This design comes from an exercise in tuning for a short achievable clock period and few clock cycles per item on the open sky130 flow, not from production work. In this exercise RTL edits were held to simulation tests only and were not proved equivalent to the original. The clock port is modelled as an ideal driver; clocking choices that lean on that would not hold on a real chip. Power and IR drop assume default switching activity.

## yarrow
// xbus_filter
module xbus_filter (
    input  logic        clk,
    input  logic        arst_n,
    input  logic [65:0] in_pkt,
    input  logic [7:0]  pad_value,
    output logic        vec_wr_en,
    output logic [15:0] vec_din,
    input  logic        vec_full,
    output logic        cache_full
);
Size in the first run: about 2,000 cells after synthesis, about 95 I/O pins, roughly 0.024 mm² of cells after synthesis.
clock: 4.5 ns
lec_check: 0
cap_margin: 20
core_margin: 2
core_utilization: 65
setup_slack_margin: 3.2
slew_margin: 20
tns_end_percent: 100
standard.sh (not shown) runs the stock make flow with config.mk's settings and CLKGATE_MAP_FILE= SYNTH_SCRIPT=/design/flow/synth_recipe.tcl, a recipe that flattens the netlist after the stock synthesis.
==> flow/flow/run.sh <==
#!/bin/bash
# The standard layout, with four changes:
# - the port buffers are plain buffers (buf_4) rather than the delay buffers
#   ORFS picks by default,
# - the resizer may swap a cell for one of another footprint, so it can size
#   those port buffers,
# - clock tree synthesis clusters the flip-flops into groups of at most 20
#   within 60 um and balances buffer levels,
# - after clock tree synthesis, post_cts.tcl lets the clock port drive the
#   tree's four first-level buffers itself (no single root buffer).
set -euo pipefail
here=$(pwd)
bash standard.sh \
    "BUFFER_PORTS_ARGS=-buffer_cell sky130_fd_sc_hd__buf_4" \
    MATCH_CELL_FOOTPRINT=0 \
    "CTS_ARGS=-sink_clustering_enable -repair_clock_nets -sink_clustering_size 20 -sink_clustering_max_diameter 60 -balance_levels" \
    "POST_CTS_TCL=$here/flow/post_cts.tcl" \
    CLOCK_PORT_NAME=clk \
    finish > standard.log 2>&1
==> flow/flow/post_cts.tcl <==
# After clock tree synthesis: the clock port drives the tree's first level
# of buffers (four of them) itself, in place of the single root buffer CTS
# puts next to the port. The flip-flops still get the clock through two
# levels of buffers, balanced as CTS built them.
proc bypass_clock_root {port_name max_loads} {
  set block [ord::get_db_block]
  set bterm [$block findBTerm $port_name]
  set in_net [$bterm getNet]
  set loads [$in_net getITerms]
  if {[llength $loads] != 1} {
    puts "bypass_clock_root: port drives [llength $loads] pins, left as is"
    return
  }
  set root [[lindex $loads 0] getInst]
  set out_net ""
  foreach it [$root getITerms] {
    if {[$it isOutputSignal]} { set out_net [$it getNet] }
  }
  if {$out_net eq "" || $out_net eq "NULL"} {
    puts "bypass_clock_root: root has no output net, left as is"
    return
  }
  set sinks {}
  foreach it [$out_net getITerms] {
    if {[$it getInst] ne $root} { lappend sinks $it }
  }
  if {[llength $sinks] > $max_loads || [llength [$out_net getBTerms]] > 0} {
    puts "bypass_clock_root: root drives [llength $sinks] pins, left as is"
    return
  }
  puts "bypass_clock_root: removing [$root getName],\
    moving [llength $sinks] pins to [$in_net getName]"
  foreach it $sinks {
    $it disconnect
    $it connect $in_net
  }
  foreach it [$root getITerms] { catch { $it disconnect } }
  odb::dbInst_destroy $root
  odb::dbNet_destroy $out_net
}

bypass_clock_root $::env(CLOCK_PORT_NAME) 4
yarrow went all the way through synthesis, placement and routing and the layout is clean on timing, DRC and antenna.
Testbench counts of yarrow, summed over its fixed seeds: cycles 3,908, windows 384.
The inputs of xenon differ from those of yarrow as listed below.
- changing SETUP_SLACK_MARGIN from 3.2 to 3.0
- changing CORE_UTILIZATION from 65 to 55
--- outcome ---
- Between xenon and yarrow, power share of the combinational group is higher for yarrow, xenon comes in under that.
- Of xenon and yarrow, the run reporting the lower count of buffering cells on the critical path with inverters included was yarrow.
- Summary — global-route usage, xenon relative to yarrow: lower, by 13 points.
- Compared xenon vs yarrow, and source-to-sink clock delay at the later pin of the worst-skew pair is down in xenon.
- yarrow tops out at a lower clock frequency than xenon.
- Share of the clock period used by the worst path after layout: xenon vs yarrow down 1.8 points
- For count of standard-cell rows, dividing the value from xenon by the value from yarrow gives 1.09.
- Re detailed-route vias per instance: yarrow was higher than xenon.
- Taking yarrow as the reference, in xenon critical path's largest stage delay fell by 0.20 ns; via count fell by 20%.
> inputs changed (xenon -> amber)
- CORE_UTILIZATION now 65, was 55
- Every stage of the flow completed for amber, and the final layout passed the timing, DRC and antenna checks.
- Relative to xenon, the total met2 wirelength after detailed routing measured on amber has decreased slightly.
- Taking xenon as the reference point, the power share of the clock group of amber falls by 2.1 points.
- The all-layer global routing usage number comes out higher for amber vs xenon.
- amber vs xenon: finished layout cell area down in amber
- Against xenon, amber reports a area share of buffers outside the clock network that is lower.
- amber gives more average wire per cell in the routed design than xenon did.
- Delta (amber minus xenon): worst clock skew on the final layout flat; count of clock buffers in the final design down 8.9%; cell internal power dissipation down 2.8%.
- From xenon to amber the numbers moved as follows: area growth from synthesis to final layout went down 2.7 points, total routed wirelength went down 4.5%.

* * *

Another version of the RTL of xbus_filter (not shown whole).
Size: ~450 flip-flops, about 20,000 sq um of cells after synthesis.
==> flow/config.mk <==
export PLATFORM = sky130hd
export DESIGN_NAME = xbus_filter
export DESIGN_NICKNAME = xbus_filter
export VERILOG_FILES = /design/flow/design.v
export SDC_FILE = /design/flow/constraint.sdc
export NUM_CORES = 4
export LEC_CHECK = 0
export CAP_MARGIN = 20
export CORE_MARGIN = 2
export CORE_UTILIZATION = 55
export SETUP_SLACK_MARGIN = 2.8
export SLEW_MARGIN = 20
export TNS_END_PERCENT = 20
==> flow/constraint.sdc <==
create_clock -name core_clock -period 4.5 [get_ports {clk}]
set_input_delay 0.9000 -clock core_clock [delete_from_list [all_inputs] [get_ports {clk}]]
set_output_delay 0.9000 -clock core_clock [all_outputs]
set_load 0.01 [all_outputs]
==> flow/flow/run.sh <==
#!/bin/bash
# The standard layout, with the port buffers made plain buffers (buf_4
# rather than the delay buffers ORFS picks) and the resizer free to swap a
# cell for one of another footprint, so it can size the port buffers too.
set -euo pipefail
bash standard.sh \
    "BUFFER_PORTS_ARGS=-buffer_cell sky130_fd_sc_hd__buf_4" \
    MATCH_CELL_FOOTPRINT=0 \
    finish > standard.log 2>&1
Testbench counts at the start, summed over its fixed seeds: cycles 3,894, windows 384.
Rerun with:
==> flow/run.sh (new file) <==
#!/bin/bash
# synth_recipe.tcl (not shown) runs the flow's synth.tcl, then flattens the netlist and writes it again
# the make line also repeats each setting of config.mk as NAME=value (left out here)
make -C /OpenROAD-flow-scripts/flow DESIGN_CONFIG=/design/flow/config.mk WORK_HOME=/design/flow/orfs CLKGATE_MAP_FILE= SYNTH_SCRIPT=/design/flow/synth_recipe.tcl finish
removed: flow/flow/run.sh
removed: flow/standard.sh
Routed wire length drops by 1.6%.
Count of clock-buffer cells in the layout does not change.
Via count drops by 2.1%.
Non-clock buffer count drops by 21.
Global-route usage drops by 0.13 points.
Utilization hardly moves.
Maximum frequency climbs by 0.72%.
Power drops by 2.5%.
Clock power drops by about 2%.
Area after synthesis stays the same.
Synthesized cell count stays the same.

* * *

Setup of v3:
xbus_filter, a different RTL version from the one above (not shown whole).
Size in the first run: roughly 460 flip-flops, ~95 I/O pins, about 21000 sq um of cells after synthesis.
Settings: LEC_CHECK=0, CAP_MARGIN=20, CORE_MARGIN=2, CORE_UTILIZATION=55, SETUP_SLACK_MARGIN=2.4, SLEW_MARGIN=20, TNS_END_PERCENT=20; clock period 4.5 ns.
run.sh (not shown) runs the stock make flow with config.mk's settings and CLKGATE_MAP_FILE= SYNTH_SCRIPT=/design/flow/synth_recipe.tcl, a recipe that flattens the netlist after the stock synthesis.
Stock flow here: none of the scripts above is used.
Testbench counts of v3, summed over its fixed seeds: cycles 3,894, windows 384.
The following lists how v34 was set up differently from v3:
- removing TNS_END_PERCENT (formerly 20)
- removing SETUP_SLACK_MARGIN (formerly 2.4)
- changing CORE_UTILIZATION from 55 to 40
Comparing v3 and v34, worst setup slack after layout is lower on v34. The final reports for v34 and v3 show global-route usage lower in the former. Re initial core utilization: v34 is 16 points down on v3. As of v34, area of the multi-input gates had fallen by a little under 10% compared to v3. Met2 layer wire length in the routed design: v34 < v3.

* * *

== the reference run ==
Another version of the RTL of xbus_filter (not shown whole).
Size in the first run: roughly 1700 cells after synthesis, roughly 470 flip-flops, about 95 I/O pins, roughly 21000 um2 of cells after synthesis.
export LEC_CHECK = 0
export CAP_MARGIN = 20
export CORE_MARGIN = 2
export CORE_UTILIZATION = 55
export SETUP_SLACK_MARGIN = 2.8
export SLEW_MARGIN = 20
export TNS_END_PERCENT = 100
create_clock -name core_clock -period 4.5 [get_ports {clk}]
standard.sh (not shown) runs the stock make flow with config.mk's settings and CLKGATE_MAP_FILE= SYNTH_SCRIPT=/design/flow/synth_recipe.tcl, a recipe that flattens the netlist after the stock synthesis.
==> flow/flow/run.sh <==
#!/bin/bash
# The standard layout, with three changes:
# - the port buffers are plain buffers (buf_4) rather than the delay buffers
#   ORFS picks by default,
# - the resizer may swap a cell for one of another footprint, so it can size
#   those port buffers,
# - clock tree synthesis clusters the flip-flops into groups of at most 20
#   within 60 um and balances buffer levels.
set -euo pipefail
bash standard.sh \
    "BUFFER_PORTS_ARGS=-buffer_cell sky130_fd_sc_hd__buf_4" \
    MATCH_CELL_FOOTPRINT=0 \
    "CTS_ARGS=-sink_clustering_enable -repair_clock_nets -sink_clustering_size 20 -sink_clustering_max_diameter 60 -balance_levels" \
    finish > standard.log 2>&1
Testbench counts of the reference run, summed over its fixed seeds: cycles 3,894, windows 384.
Edits applied to the flow inputs when going from the reference run to the trial run:
==> flow/flow/run.sh <==
#!/bin/bash
# The standard layout, with clock tree synthesis clustering the flip-flops
# into groups of at most 20 within 60 um and balancing buffer levels.
set -euo pipefail
bash standard.sh \
    "CTS_ARGS=-sink_clustering_enable -repair_clock_nets -sink_clustering_size 20 -sink_clustering_max_diameter 60 -balance_levels" \
    finish > standard.log 2>&1
--- a/flow/config.mk
+++ b/flow/config.mk
@@ -12,2 +12,2 @@
 export SLEW_MARGIN = 20
-export TNS_END_PERCENT = 100
+export TNS_END_PERCENT = 20
Results
Compared with the reference run, sequential cell area in the final layout in the trial run decreased slightly. Lower final non-filler cell total was reported by the trial run, not the reference run. Sequential share of layout area: higher on the trial run.

* * *

Setup of west:
Another version of the RTL of xbus_filter (not shown whole).
For scale: about 470 flip-flops, about 0.023 mm2 of cells after synthesis.
Settings: LEC_CHECK=0, CAP_MARGIN=20, CORE_MARGIN=2, CORE_UTILIZATION=55, SETUP_SLACK_MARGIN=2.8, SLEW_MARGIN=20, TNS_END_PERCENT=20; clock period 4.5 ns.
==> flow/flow/run.sh <==
#!/bin/bash
# The standard layout, with three changes:
# - the port buffers are plain buffers (buf_4) rather than the delay buffers
#   ORFS picks by default,
# - the resizer may swap a cell for one of another footprint, so it can size
#   those port buffers,
# - clock tree synthesis clusters the flip-flops into groups of at most 20
#   within 60 um and balances buffer levels.
set -euo pipefail
bash standard.sh \
    "BUFFER_PORTS_ARGS=-buffer_cell sky130_fd_sc_hd__buf_4" \
    MATCH_CELL_FOOTPRINT=0 \
    "CTS_ARGS=-sink_clustering_enable -repair_clock_nets -sink_clustering_size 20 -sink_clustering_max_diameter 60 -balance_levels" \
    finish > standard.log 2>&1
west finished every stage and its layout cleared the timing, DRC and antenna checks.
Testbench counts of west, summed over its fixed seeds: cycles 3,894, windows 384.
Here is what was changed in the inputs of north compared with west.
- a change of TNS_END_PERCENT from 20 to 100
==> comparison <==
Count of placed standard cells in the final layout, fillers left out on north is up relative to west.
Met3 track demand over resource in global routing: north vs west up 1.3 points
Worst-path cell with the longest stage delay: sky130_fd_sc_hd__dfrtp_1 -> north, sky130_fd_sc_hd__o21ai_0 -> west
Going from west to north, post-route standard cell area excluding fillers increased about 4.7%; wire length on met2 increased 3.2%; clock share of power essentially unchanged; clock power increased about 4%; clock-buffer cell count decreased 6.
Total power: north above west
Last element of the critical path = vec_wr_en: north; last element of the critical path = xbus_filter_cache_inst.data[202]$_DFFE_PP_: west

* * *

The RTL this note starts from:
==> flow/design.v <==
`timescale 1ns/10ps
`default_nettype none
module xbus_filter_cache #(
    parameter int NB = 2
) (
    input  logic              clk,
    input  logic              arst_n,
    input  logic [65:0]       in_pkt,
    input  logic [7:0]        pad_value,
    input  logic [NB-1:0]     release_bank,
    output logic [NB*9-1:0]   set_rdy,
    output logic [NB*144-1:0] data,
    output logic              prog_full
);
    localparam int NK = 9;
    localparam int NS = NB * NK;
    localparam int Q = 4;
    localparam logic [1:0] TAG_HEAD = 2'd1;
    logic [80:0]   h_word1h;
    logic [17:0]   h_lane;
    logic [8:0]    h_inimg;
    logic [8:0]    inimg;
    logic          head_q;
    logic          in_vld;
    logic          in_head;
    logic          inwin;
    logic [3:0]    nbody;
    logic          at7;
    logic          at8;
    logic          na_busy;
    logic [NB-1:0] na;
    logic [NB-1:0] cb;
    logic [NB-1:0] busy;
    logic [8:0]    pk1h [0:NK-1];
    logic [1:0]    lane_r [0:NK-1];
    logic [15:0]   lane_vec [0:NK-1];
    logic [NS-1:0] fill;
    logic [NS-1:0] clear;
    xbus_filter_cmd_gen xbus_filter_cmd_gen_inst (
        .win_x  (in_pkt[15:0]),
        .win_y  (in_pkt[31:16]),
        .word1h (h_word1h),
        .lane   (h_lane),
        .inimg (h_inimg)
    );
    assign in_vld = in_pkt[65:64] != 2'd0;
    assign in_head = !inwin && in_pkt[65:64] == TAG_HEAD;
    assign at7 = inwin && nbody == 4'd7;
    assign at8 = inwin && nbody == 4'd8;
    assign na_busy = |(busy & na);
    always_ff @(posedge clk or negedge arst_n) begin
        if (!arst_n) begin
            inwin <= 1'b0;
            nbody <= '0;
            na <= NB'(1);
            cb <= '0;
            prog_full <= 1'b0;
            head_q <= 1'b0;
            for (int k = 0; k < NK; k++) begin
                pk1h[k] <= '0;
            end
        end else begin
            if (!inwin) begin
                for (int k = 0; k < NK; k++) begin
                    pk1h[k] <= h_word1h[k*9 +: 9];
                end
            end else if (in_vld) begin
                for (int k = 0; k < NK; k++) begin
                    pk1h[k] <= pk1h[k] >> 1;
                end
            end
            head_q <= in_head;
            if (in_head) begin
                inwin <= 1'b1;
                nbody <= '0;
                na <= {na[NB-2:0], na[NB-1]};
                cb <= na;
            end else if (inwin && in_vld) begin
                nbody <= nbody + 4'd1;
                if (at8) inwin <= 1'b0;
            end
            prog_full <= na_busy
                && ((!inwin && !in_head) || at8 || (at7 && in_vld));
        end
    end
    always_ff @(posedge clk) begin
        if (!inwin) begin
            for (int k = 0; k < NK; k++) begin
                lane_r[k] <= h_lane[k*2 +: 2];
            end
            inimg <= h_inimg;
        end
    end
    always_comb begin
        for (int k = 0; k < NK; k++) begin
            lane_vec[k] = {in_pkt[(Q + lane_r[k]) * 8 +: 8], in_pkt[lane_r[k] * 8 +: 8]};
        end
        for (int b = 0; b < NB; b++) begin
            for (int k = 0; k < NK; k++) begin
                fill[b*NK+k] = inwin ? (cb[b] && inimg[k] && pk1h[k][0])
                                     : (na[b] && !busy[b]);
                set_rdy[b*NK+k] = cb[b] && (inimg[k] ? (inwin && in_vld && pk1h[k][0])
                                                      : head_q);
            end
        end
    end
    always_ff @(posedge clk) begin
        for (int i = 0; i < NS; i++) begin
            if (fill[i]) begin
                data[i*16 +: 16] <= inwin ? lane_vec[i % NK] : {pad_value, pad_value};
            end
        end
    end
    always_ff @(posedge clk or negedge arst_n) begin
        if (!arst_n) begin
            busy <= '0;
        end else begin
            for (int b = 0; b < NB; b++) begin
                if (in_head && na[b]) begin
                    busy[b] <= 1'b1;
                end else if (release_bank[b]) begin
                    busy[b] <= 1'b0;
                end
            end
        end
    end
endmodule
`default_nettype wire
`timescale 1ns/10ps
`default_nettype none
module xbus_filter_cmd_gen (
    input  logic [15:0] win_x,
    input  logic [15:0] win_y,
    output logic [8:0]  inimg,
    output logic [80:0] word1h,
    output logic [17:0] lane
);
    localparam int IMG_H = 6;
    localparam int IMG_W = 6;
    localparam int PAD_U = 1;
    localparam int PAD_L = 1;
    logic [2:0] row_ok;
    logic [2:0] col_ok;
    logic [IMG_H-1:0] row1h [0:2];
    logic [IMG_W-1:0] col1h [0:2];
    always_comb begin
        for (int i = 0; i < 3; i++) begin
            row_ok[i] = 1'b0;
            col_ok[i] = 1'b0;
            for (int r = 0; r < IMG_H; r++) begin
                row_ok[i] = row_ok[i] || win_y == 16'(r + PAD_U - i);
                row1h[i][r] = win_y[2:0] == 3'(r + PAD_U - i);
            end
            for (int c = 0; c < IMG_W; c++) begin
                col_ok[i] = col_ok[i] || win_x == 16'(c + PAD_L - i);
                col1h[i][c] = win_x[2:0] == 3'(c + PAD_L - i);
            end
        end
        for (int kh = 0; kh < 3; kh++) begin
            for (int kw = 0; kw < 3; kw++) begin
                logic       row0;
                logic [1:0] col2;
                row0 = (kh == 1) ? win_y[0] : !win_y[0];
                case (kw)
                    0: col2 = {win_x[1] ~^ win_x[0], !win_x[0]};
                    1: col2 = win_x[1:0];
                    default: col2 = {win_x[1] ^ win_x[0], !win_x[0]};
                endcase
                inimg[kh*3+kw] = row_ok[kh] && col_ok[kw];
                lane[(kh*3+kw)*2 +: 2] = {row0 ^ col2[1], col2[0]};
                for (int j = 0; j < 9; j++) begin
                    logic hit;
                    hit = 1'b0;
                    for (int r = 0; r < IMG_H; r++) begin
                        for (int c = 0; c < IMG_W; c++) begin
                            if ((r * IMG_W + c) / 4 == j) begin
                                hit = hit || (row1h[kh][r] && col1h[kw][c]);
                            end
                        end
                    end
                    word1h[(kh*3+kw)*9+j] = hit;
                end
            end
        end
    end
endmodule
`default_nettype wire
`timescale 1ns/10ps
`default_nettype none
module xbus_filter_exec #(
    parameter int NB = 2
) (
    input  logic              clk,
    input  logic              arst_n,
    input  logic [NB*9-1:0]   set_rdy,
    input  logic [NB*144-1:0] data,
    output logic [NB-1:0]     release_bank,
    output logic              vec_wr_en,
    output logic [15:0]       vec_din,
    input  logic              vec_full
);
    localparam int NK = 9;
    localparam int NS = NB * NK;
    logic [NS-1:0] rdy;
    logic [NS-1:0] sel;
    logic [NS-1:0] sel_next;
    logic [NS-1:0] rdy_next;
    logic [NS-1:0] go;
    logic          vf_q;
    logic          issue;
    logic [15:0]   rd_data;
    assign issue = |go && !vf_q;
    assign sel_next = issue ? {sel[NS-2:0], sel[NS-1]} : sel;
    assign rdy_next = set_rdy | (rdy & ~(go & {NS{!vf_q}}));
    always_comb begin
        for (int b = 0; b < NB; b++) begin
            release_bank[b] = issue && sel[b*NK+NK-1];
        end
        rd_data = '0;
        for (int i = 0; i < NS; i++) begin
            rd_data = rd_data | (data[i*16 +: 16] & {16{sel[i]}});
        end
    end
    always_ff @(posedge clk or negedge arst_n) begin
        if (!arst_n) begin
            sel <= NS'(1);
            rdy <= '0;
            go <= '0;
            vf_q <= 1'b1;
            vec_wr_en <= 1'b0;
        end else begin
            vf_q <= vec_full;
            sel <= sel_next;
            rdy <= rdy_next;
            go <= sel_next & rdy_next;
            vec_wr_en <= issue;
        end
    end
    always_ff @(posedge clk) begin
        vec_din <= rd_data;
    end
endmodule
`default_nettype wire
`timescale 1ns/10ps
`default_nettype none
module xbus_filter (
    input  logic        clk,
    input  logic        arst_n,
    input  logic [65:0] in_pkt,
    input  logic [7:0]  pad_value,
    output logic        vec_wr_en,
    output logic [15:0] vec_din,
    input  logic        vec_full,
    output logic        cache_full
);
    localparam int NB = 2;
    logic [NB*9-1:0] set_rdy;
    logic [NB*144-1:0] data;
    logic [NB-1:0]   release_bank;
    xbus_filter_cache #(.NB(NB)) xbus_filter_cache_inst (
        .clk          (clk),
        .arst_n       (arst_n),
        .in_pkt       (in_pkt),
        .pad_value    (pad_value),
        .release_bank (release_bank),
        .set_rdy      (set_rdy),
        .data         (data),
        .prog_full    (cache_full)
    );
    xbus_filter_exec #(.NB(NB)) xbus_filter_exec_inst (
        .clk          (clk),
        .arst_n       (arst_n),
        .set_rdy      (set_rdy),
        .data         (data),
        .release_bank (release_bank),
        .vec_wr_en    (vec_wr_en),
        .vec_din      (vec_din),
        .vec_full     (vec_full)
    );
endmodule
`default_nettype wire
clock: 4.5 ns
lec_check: 0
cap_margin: 20
core_margin: 2
core_utilization: 65
setup_slack_margin: 2.8
slew_margin: 20
tns_end_percent: 20
run.sh (not shown) runs the stock make flow with config.mk's settings and CLKGATE_MAP_FILE= SYNTH_SCRIPT=/design/flow/synth_recipe.tcl, a recipe that flattens the netlist after the stock synthesis.
Stock flow here: none of the scripts above is used.
Testbench counts at the start, summed over its fixed seeds: cycles 3,894, windows 384.
==> next run, changes <==
Settings changed: CORE_UTILIZATION 65 to 55.
Result: Synthesized cell count is unchanged. Total power decreases by 0.48%. Worst setup slack degrades by 48 ps. Clock power hardly moves.
==> next run, changes <==
Settings changed: SETUP_SLACK_MARGIN 2.8 to 3.0.
Combinational power came out higher by 31%.
Routed wire length came out higher by about 8%.
Final cell count came out higher by 2.0%.
==> next run, changes <==
==> flow/flow/run.sh (new file) <==
#!/bin/bash
# The standard layout, with clock tree synthesis clustering the flip-flops
# into groups of at most 20 within 60 um and balancing buffer levels.
set -euo pipefail
bash standard.sh \
    "CTS_ARGS=-sink_clustering_enable -repair_clock_nets -sink_clustering_size 20 -sink_clustering_max_diameter 60 -balance_levels" \
    finish > standard.log 2>&1
==> flow/standard.sh (new file) <==
#!/bin/bash
# synth_recipe.tcl (not shown) runs the flow's synth.tcl, then flattens the netlist and writes it again
# the make line also repeats each setting of config.mk as NAME=value (left out here)
make -C /OpenROAD-flow-scripts/flow DESIGN_CONFIG=/design/flow/config.mk WORK_HOME=/design/flow/orfs CLKGATE_MAP_FILE= SYNTH_SCRIPT=/design/flow/synth_recipe.tcl "${@:-finish}"
Settings changed: SETUP_SLACK_MARGIN 3.0 to 2.8.
removed: flow/run.sh
After rerunning: Clock-buffer cell count goes down by 23; total power decreases by roughly a tenth; setup slack is better by 18 ps; synthesized area does not change; synthesized cell count is unchanged.

-- port drivers added, routing unchanged --
In the flow no input, the clock included, has a driving cell. The finished layouts below were timed again as built, in two steps. Step 1 (the two cells are an assumption about what drives the block):
set clk [get_ports {clk}]
set_driving_cell -lib_cell sky130_fd_sc_hd__clkbuf_16 $clk
set_driving_cell -lib_cell sky130_fd_sc_hd__buf_2 [delete_from_list [all_inputs] $clk]
Step 2 adds t to the input delays and takes it off the output delays; t is the mean of the earliest and latest rising clock arrival at the registers after step 1. Input paths then give back, and output paths get back, about the clock's delay inside the block. Slacks: ideal ports / drivers / drivers and shift; pairs: ideal ports / drivers.
run	t, ns	setup slack, ns	slew at the worst register clock pin (ns)
yarrow	0.538	2.625 / 2.555 / 2.426	0.10 / 0.10
xenon	0.504	2.706 / 2.582 / 2.410	0.09 / 0.09
amber	0.491	2.731 / 2.610 / 2.386	0.09 / 0.09
the first run of note 2	0.645	2.522 / 2.474 / 1.875	0.07 / 0.07
the second run of note 2	0.615	2.537 / 2.481 / 2.010	0.07 / 0.07
v3	0.629	2.232 / 2.232 / 1.734	0.07 / 0.07
v34	0.652	1.324 / 1.356 / 0.704	0.07 / 0.07
the reference run	0.613	2.564 / 2.510 / 2.095	0.08 / 0.08
the trial run	0.619	2.534 / 2.495 / 2.002	0.08 / 0.08
west	0.629	2.429 / 2.429 / 1.900	0.09 / 0.09
north	0.632	2.528 / 2.469 / 1.899	0.09 / 0.09
the first run of note 6	0.611	2.547 / 2.492 / 1.978	0.07 / 0.07
the second run of note 6	0.649	2.499 / 2.441 / 1.951	0.06 / 0.06
the third run of note 6	0.641	2.508 / 2.476 / 1.960	0.06 / 0.06
the fourth run of note 6	0.624	2.526 / 2.469 / 1.978	0.08 / 0.08
After both steps setup and hold are still met in every run listed. The setup slack of the first run of note 2, which loses most, moves by -0.048 ns with the drivers and by -0.647 ns with both steps.
